This is an optimization exercise on Yosys and OpenROAD, whose aim is small area, a short achievable clock period and few clock cycles per item, not a production implementation.
In this exercise RTL edits were held to simulation tests only and were not proved equivalent to the original.
Power and IR drop assume default switching activity.

`flow/design.v`:
```
package tx_zc_pkg;
    localparam int ZC_NZC_W_DEF = 12;
    localparam int ZC_OUT_W_DEF = 12;
    localparam int ZC_INV_W_DEF = 18;
    localparam int ZC_T_MULT = 24;
    typedef enum logic [1:0] {
        ST_IDLE,
        ST_LATCH,
        ST_RUN,
        ST_DRAIN
    } zc_state_t;
endpackage
module tx_zc_mod_add #(
    parameter int PH_W = 17,
    parameter bit SUB  = 1'b0
) (
    input  logic [PH_W-1:0] i_a,
    input  logic [PH_W-1:0] i_b,
    input  logic [PH_W-1:0] i_t,
    output logic [PH_W-1:0] o_y
);
    logic [PH_W:0] w_sum;
    logic [PH_W:0] w_dif;
    always_comb begin
        w_sum = {1'b0, i_a} + {1'b0, i_b};
        w_dif = {1'b0, i_a} - {1'b0, i_b};
        if (SUB) begin
            o_y = w_dif[PH_W] ? PH_W'(w_dif + {1'b0, i_t}) : w_dif[PH_W-1:0];
        end else begin
            o_y = (w_sum >= {1'b0, i_t}) ? PH_W'(w_sum - {1'b0, i_t}) : w_sum[PH_W-1:0];
        end
    end
endmodule
module tx_zc_phase_gen #(
    parameter int NZC_W  = tx_zc_pkg::ZC_NZC_W_DEF,
    parameter int OUT_W  = tx_zc_pkg::ZC_OUT_W_DEF,
    parameter int INV_W  = tx_zc_pkg::ZC_INV_W_DEF,
    parameter int PH_W   = NZC_W + 5
) (
    input  logic             sys_clk,
    input  logic             rst,
    input  logic             start,
    input  logic             abort,
    input  logic [NZC_W-1:0] zc_N_zc,
    input  logic [NZC_W-1:0] zc_len,
    input  logic [NZC_W-1:0] zc_start_index,
    input  logic [PH_W-1:0]  zc_Q,
    input  logic [PH_W-1:0]  zc_P,
    input  logic [INV_W-1:0] zc_inv_T,
    input  logic             theta_ready,
    output logic             theta_valid,
    output logic [OUT_W-1:0] theta_data,
    output logic             theta_last,
    output logic             busy,
    output logic             cfg_err
);
    localparam int SH     = INV_W - OUT_W;
    localparam int PROD_W = PH_W + INV_W + 2;
    localparam logic signed [PROD_W-1:0] RND_HALF = PROD_W'(1 << (SH - 1));
    localparam logic signed [PROD_W-1:0] SAT_MAX  = PROD_W'((1 << (OUT_W - 1)) - 1);
    localparam logic signed [PROD_W-1:0] SAT_MIN  = PROD_W'(-(1 << (OUT_W - 1)));
    tx_zc_pkg::zc_state_t r_state;
    tx_zc_pkg::zc_state_t w_state_nxt;
    logic [NZC_W-1:0] r_nzc, r_len, r_sidx, r_n, r_m;
    logic [PH_W-1:0]  r_t, r_q, r_p, r_q2;
    logic [INV_W-1:0] r_inv_t;
    logic [PH_W-1:0]  r_beta, r_yita, r_d;
    logic                    r_s1_valid, r_s1_last;
    logic signed [PH_W:0]    r_s1_theta;
    logic                    r_out_valid, r_out_last, r_cfg_err;
    logic [OUT_W-1:0]        r_out_data;
    logic [PH_W-1:0]         w_t_in, w_half, w_q2, w_theta;
    logic [PH_W-1:0]         w_beta_nxt, w_yita_nxt, w_d_nxt;
    logic signed [PH_W:0]    w_theta_s;
    logic signed [PROD_W-1:0] w_prod, w_rnd, w_inv_s;
    logic [OUT_W-1:0]        w_sat;
    logic                    w_cfg_ok, w_adv, w_accept;
    assign w_t_in   = PH_W'(zc_N_zc) * PH_W'(tx_zc_pkg::ZC_T_MULT);
    assign w_cfg_ok = (zc_N_zc >= NZC_W'(3)) && (zc_len != '0) &&
                      (zc_start_index < zc_len) && (zc_Q < w_t_in) && (zc_P < w_t_in);
    assign w_accept = (r_state == tx_zc_pkg::ST_IDLE) && start && w_cfg_ok;
    assign w_adv    = !(r_out_valid && !theta_ready);
    assign w_half   = r_t >> 1;
    tx_zc_mod_add #(.PH_W(PH_W), .SUB(1'b0)) u_q2 (
        .i_a(r_q), .i_b(r_q), .i_t(r_t), .o_y(w_q2)
    );
    tx_zc_mod_add #(.PH_W(PH_W), .SUB(1'b0)) u_beta (
        .i_a(r_beta), .i_b(r_p), .i_t(r_t), .o_y(w_beta_nxt)
    );
    tx_zc_mod_add #(.PH_W(PH_W), .SUB(1'b0)) u_yita (
        .i_a(r_yita), .i_b(r_d), .i_t(r_t), .o_y(w_yita_nxt)
    );
    tx_zc_mod_add #(.PH_W(PH_W), .SUB(1'b0)) u_d (
        .i_a(r_d), .i_b(r_q2), .i_t(r_t), .o_y(w_d_nxt)
    );
    tx_zc_mod_add #(.PH_W(PH_W), .SUB(1'b1)) u_theta (
        .i_a(r_beta), .i_b(r_yita), .i_t(r_t), .o_y(w_theta)
    );
    always_ff @(posedge sys_clk) begin
        if (rst) begin
            r_state <= tx_zc_pkg::ST_IDLE;
        end else begin
            r_state <= w_state_nxt;
        end
    end
    always_comb begin
        w_state_nxt = r_state;
        case (r_state)
            tx_zc_pkg::ST_IDLE:  if (w_accept) w_state_nxt = tx_zc_pkg::ST_LATCH;
            tx_zc_pkg::ST_LATCH: w_state_nxt = tx_zc_pkg::ST_RUN;
            tx_zc_pkg::ST_RUN:   if (w_adv && (r_n == r_len - NZC_W'(1))) w_state_nxt = tx_zc_pkg::ST_DRAIN;
            tx_zc_pkg::ST_DRAIN: if (r_out_valid && r_out_last && theta_ready) w_state_nxt = tx_zc_pkg::ST_IDLE;
            default:  w_state_nxt = tx_zc_pkg::ST_IDLE;
        endcase
        if (abort) w_state_nxt = tx_zc_pkg::ST_IDLE;
    end
    always_comb begin
        w_theta_s = $signed({1'b0, w_theta});
        if (w_theta >= w_half) begin
            w_theta_s = $signed({1'b0, w_theta}) - $signed({1'b0, r_t});
        end
        w_inv_s = $signed(PROD_W'(r_inv_t));
        w_prod  = PROD_W'(r_s1_theta) * w_inv_s;
        w_rnd   = (w_prod + RND_HALF) >>> SH;
        if (w_rnd > SAT_MAX) begin
            w_sat = SAT_MAX[OUT_W-1:0];
        end else if (w_rnd < SAT_MIN) begin
            w_sat = SAT_MIN[OUT_W-1:0];
        end else begin
            w_sat = w_rnd[OUT_W-1:0];
        end
    end
    always_ff @(posedge sys_clk) begin
        if (rst) begin
            r_nzc <= '0; r_len <= '0; r_sidx <= '0; r_n <= '0; r_m <= '0;
            r_t <= '0; r_q <= '0; r_p <= '0; r_q2 <= '0; r_inv_t <= '0;
            r_beta <= '0; r_yita <= '0; r_d <= '0;
            r_s1_valid <= 1'b0; r_s1_last <= 1'b0; r_s1_theta <= '0;
            r_out_valid <= 1'b0; r_out_last <= 1'b0; r_out_data <= '0;
            r_cfg_err <= 1'b0;
        end else if (abort) begin
            r_s1_valid <= 1'b0; r_s1_last <= 1'b0;
            r_out_valid <= 1'b0; r_out_last <= 1'b0; r_out_data <= '0;
            r_cfg_err <= 1'b0;
        end else begin
            r_cfg_err <= (r_state == tx_zc_pkg::ST_IDLE) && start && !w_cfg_ok;
            if (w_accept) begin
                r_nzc   <= zc_N_zc;
                r_len   <= zc_len;
                r_sidx  <= zc_start_index;
                r_t     <= w_t_in;
                r_q     <= zc_Q;
                r_p     <= zc_P;
                r_inv_t <= zc_inv_T;
            end
            if (r_state == tx_zc_pkg::ST_LATCH) begin
                r_q2   <= w_q2;
                r_d    <= w_q2;
                r_beta <= '0;
                r_yita <= '0;
                r_n    <= '0;
                r_m    <= '0;
            end
            if (w_adv) begin
                r_out_valid <= r_s1_valid;
                r_out_last  <= r_s1_last;
                r_out_data  <= r_s1_valid ? w_sat : '0;
                if (r_state == tx_zc_pkg::ST_RUN) begin
                    r_s1_valid <= (r_n >= r_sidx);
                    r_s1_last  <= (r_n == r_len - NZC_W'(1));
                    r_s1_theta <= w_theta_s;
                    r_n        <= r_n + NZC_W'(1);
                    r_beta     <= w_beta_nxt;
                    if (r_m == r_nzc - NZC_W'(1)) begin
                        r_m    <= '0;
                        r_yita <= '0;
                        r_d    <= r_q2;
                    end else begin
                        r_m    <= r_m + NZC_W'(1);
                        r_yita <= w_yita_nxt;
                        r_d    <= w_d_nxt;
                    end
                end else begin
                    r_s1_valid <= 1'b0;
                    r_s1_last  <= 1'b0;
                end
            end
        end
    end
    assign theta_valid = r_out_valid;
    assign theta_data  = r_out_data;
    assign theta_last  = r_out_last;
    assign busy        = (r_state != tx_zc_pkg::ST_IDLE);
    assign cfg_err     = r_cfg_err;
endmodule
```
`flow/run.sh`:
```
#!/bin/bash
# synth_recipe.tcl (not shown) runs the flow's synth.tcl, then flattens the netlist and writes it again
# the make line also repeats each setting of config.mk as NAME=value (left out here)
make -C /OpenROAD-flow-scripts/flow DESIGN_CONFIG=/design/flow/config.mk WORK_HOME=/design/flow/orfs CLKGATE_MAP_FILE= SYNTH_SCRIPT=/design/flow/synth_recipe.tcl finish
```
`flow/config.mk`:
```
export PLATFORM = sky130hd
export DESIGN_NAME = tx_zc_phase_gen
export DESIGN_NICKNAME = tx_zc_phase_gen
export VERILOG_FILES = /design/flow/design.v
export SDC_FILE = /design/flow/constraint.sdc
export NUM_CORES = 4
export LEC_CHECK = 0
export CAP_MARGIN = 20
export CORE_MARGIN = 2
export CORE_UTILIZATION = 40
export SLEW_MARGIN = 20
```
`flow/constraint.sdc`:
```
create_clock -name core_clock -period 8.0 [get_ports {sys_clk}]
set_input_delay 1.6000 -clock core_clock [delete_from_list [all_inputs] [get_ports {sys_clk}]]
set_output_delay 1.6000 -clock core_clock [all_outputs]
set_load 0.01 [all_outputs]
```
==> run summary <==
- Status: finished clean
- Port bufs: 108
- Sw Ratio: between 30% and 40%
- # setup viols final: 0
- Fmax: 132.8 MHz
- Post-synth ARST share: 0%
- Kind of critical path: reg -> reg
- Crit. End Element: flop
- Pwr dens: between 100 and 150 nW/um^2
- H-tree Lvls: 1
- MaxCap Viol Count: 0
- Power Internal: 2.335 mW
- GPL Wtd Cong: roughly 0.9
- Share of layout cells above drive strength 1: 4.406%
- Top FF cell, synth: dfxtp_1
- TritonRoute pass-1 iters: 7
- Total net switching power: 1.164 mW
- EDFF count, synth: 0
- Rows: 100
- Worst Setup SP: r_s1_theta[0]$_SDFFE_PP0P_
- Hold Buf Count CTS: 0
- Filler Cells Inserted: 7,464
- Synth Cell Area: 29,810 sq um
- Post-DP HPWL: between 60,000 and 70,000 microns
- Tot GR Track Use: 21.99%
- R2r setup slk: 0.47 ns
- Routed wire per std cell: 17.84 microns
- Die height: 277.0 microns
- Reg area: 4606 sq um
- Critical R2R Launch: r_s1_theta[0]$_SDFFE_PP0P_
- Setup TNS: 0 ns
- Combinational power share: 26.7%
- Syn nets: roughly 4,400
- Skew final: 0.04538 ns
- Clk sinks: 229
- Relative slew slack: 24.09%
- Via Count: roughly 25,000
- Final #Nets: 4,477
- I/O Pins: 109
- P_leak: 15.05 nW
- Synth Register Bits: 229
- Post-route DRC: 0
- Starting Density: ~40%
- Postcts setup bufs: 0
- Starting DRT DRC Count: 1,783
- Finished Core Util: 44.53%
- Deepest clock path buffer count: 3
- RSZ-0062 raised after global routing: no
- Total grt overflow: 0
- Final period util: 94.10%
- Die area: 76,720 sq um
- Vias in the first global route: 24,750
- Slew @ Worst Pin: 1.139 ns
- Core footprint: between 70,000 and 80,000 sq um
- Yosys warning total: 3
- CTS root buf: clkbuf_16
- Num CTS Buffers: 30
- CP arrival: ~8 ns
- Largest net degree at the start of global routing: 82
- Vias per cell: 5.320
- Worst setup SP type: flop
- Clock latency on the worst-skew pair: 0.63 ns
- Share of power burned in registers: 33.9%
- CTS tree: yes
- Distinct cells, synth: 80
- Multi-input logic area: between 20,000 and 25,000 sq um
- Clock share of power: 39.4%
- Worst Path Required: 8.50 ns
- ANT cells: 0
- Hold_sp: r_sidx[8]$_SDFFE_PP0P_
- Post_cts resized: 0
- Syn Area/Cell: 8.039 sq um
- Area grow syn2layout: 10.64%
- CP Max Fanout: 18
- Post-DRT Antenna Nets: 0
- Maximum vdd drop: 0.0001807 V
- Hold Fails Final Rpt: 0
- Gate Count Post-Synth: 3,708
- Seq/Total Area, Yosys: 15.38%
- Max Slew Vio Count: 0
- Tmin final: 7.528 ns
- DRT Wirelength: 84,530 microns
- First-pass GRT wire length: 136,000 microns
- Initial antenna violation count: 0
- Die X: 277.0 microns
- Hold crit path type: reg -> reg
- Reg clk slew, reported paths: 0.06 ns
[power groups by stage]
| stage | clock network (mW) | logic (mW) | registers [mW] |
|---|---|---|---|
| floorplan | 0 | 0.655 | 1.19 |
| global placement | 0 | 0.923 | 1.21 |
| detailed placement | 0 | 0.927 | 1.21 |
| CTS | 1.41 | 0.933 | 1.19 |
| finish | 1.38 | 0.935 | 1.19 |
| global route | 1.45 | 1.03 | 1.19 |
[critical path, stage by stage (launching register included)]
cell,delay [ns]
dfxtp_1,0.76
and2_1,0.26
fa_1,0.44
fa_1,0.51
ha_1,0.33
fa_1,0.50
inv_1,0.05
fa_1,0.46
fa_1,0.55
inv_1,0.04
ha_1,0.35
and3_1,0.19
a221o_1,0.42
a211o_1,0.31
a211o_1,0.32
and4_4,0.23
o32ai_1,0.31
xor2_1,0.13
or3b_2,0.49
nor4_2,0.30
buf_4,0.24
nor3b_1,0.07
a211oi_1,0.18
[sequential cells by signal, summed over array words and instances, names as in the netlist, 12 cells and up]
signal and cells:
r_m 12, r_sidx 12, r_inv_t 18, r_q 17, r_beta 17, r_d 17
r_s1_theta 18, r_n 12, r_out_data 12, r_q2 16, r_nzc 12, r_t 13
r_len 12, r_yita 17, r_p 17
[path summary, 6_finish.rpt]
| kind | end | cells after the start |
|---|---|---|
| worst min register to register | r_sidx[8]$_SDFFE_PP0P_ | 2 |
| worst max-delay path | r_out_data[8]$_SDFFE_PP0N_ | 22 |
| worst max register to register | r_out_data[8]$_SDFFE_PP0N_ | 22 |
| worst min-delay path | r_sidx[8]$_SDFFE_PP0P_ | 2 |
[per-stage QoR]
stage / hold slack, ns / std cells / cell area, sq um / setup slack, ns / power (mW)
detailed placement: 0.4491 / 4683 / 31980 / 0.3113 / 2.138
finish: 0.4547 / 4737 / 32980 / 0.4723 / 3.498
global route: 0.4784 / 4737 / 32980 / 0.01415 / 3.672
global placement: 0.4447 / 4682 / 31970 / 0.4871 / 2.134
floorplan: 0.4291 / 3708 / 29810 / 0.8816 / 1.849
CTS: 0.4574 / 4737 / 32960 / 0.2734 / 3.525
[cells in the final DEF, fill, tap and decap left out, types with 107 or more instances in the layout]
cell type and count:
nand2_1 478, inv_1 455, ha_1 370, a21oi_1 270
fa_1 268, nor2_1 220, dfxtp_1 212, and2_1 198
o21ai_0 161, xnor2_1 115, clkdlybuf4s50_1 107
[cell families (layout without fill, tap and decap cells)]
kind of cell	count (synthesis)	count (layout)	synth area share (%)
buf+inv	613	673	7.769
mux	70	70	2.363
xor+xnor	176	176	5.171
flops	229	229	15.38
fa+ha+maj	638	638	33.53
simple gates	1219	1219	19.62
compound gates	763	763	16.17
[cells in the mapped netlist (21+ instances only)]
cell type / instances / share of area, %
a21o_1: 58 / 1.5
mux2i_1: 67 / 2.2
nand4_1: 27 / 0.57
a21oi_1: 270 / 4.5
a211oi_1: 45 / 1.1
nor3_1: 61 / 1.0
dfxtp_1: 229 / 15
and2_1: 198 / 4.2
a31oi_1: 24 / 0.50
nand3_1: 36 / 0.60
and3_1: 34 / 0.71
inv_1: 455 / 5.7
ha_1: 370 / 16
xnor2_1: 115 / 3.4
o21a_1: 21 / 0.53
nor2_1: 222 / 2.8
nand2_1: 478 / 6.0
clkbuf_1: 139 / 1.8
o21ai_0: 162 / 2.7
fa_1: 268 / 18
nand2b_1: 29 / 0.61
xor2_1: 61 / 1.8
o21bai_1: 22 / 0.55
nor2b_1: 39 / 0.82
[layer usage]
layer,wire [microns],track usage (%),vias to the layer above,part of all wire [%]
met5,0,0,-,0
met4,3302,7.957,0,3.9
met3,4341,3.079,131,5.1
met2,37530,35.85,594,44
met1,39360,29.68,11960,47
li1,-,-,12510,-
[cell type report]
type,instances,area share (%)
sequential,229,13.96
clock buffer,39,2.439
clock inverter,15,0.5235
timing repair buffer,163,4.621
multi-input combinational,2866,69.59
tap,969,3.676
inverter,456,5.190
Testbench counts, summed over its fixed seeds: cycles 46,932, items 46,621.

-- port drivers added, routing unchanged --
The flow's constraints put no driver on any port. The routed layout listed below was extracted and timed again, unchanged, in two steps.
Step 1 (the two cells are an assumption about what drives the block):
set clk [get_ports {sys_clk}]
set_driving_cell -lib_cell sky130_fd_sc_hd__clkbuf_16 $clk
set_driving_cell -lib_cell sky130_fd_sc_hd__buf_2 [delete_from_list [all_inputs] $clk]
Step 2 moves the port delays by t, midway between the first and last clock arrival at a register: inputs arrive t later, outputs are due t later. That takes back most of the time a late clock gives input paths.
a / b / c = ideal ports / drivers / drivers and shift; a / b = the first two.
t, ns: 0.669
setup slack, ns: 0.472 / 0.472 / 0.391
worst setup path after step 2: input to register
worst slew at a driven data input, ns: 0.07
After both steps this run still meets setup and hold. The setup slack of this run moves by 0.000 ns with the drivers and by -0.081 ns with both steps.
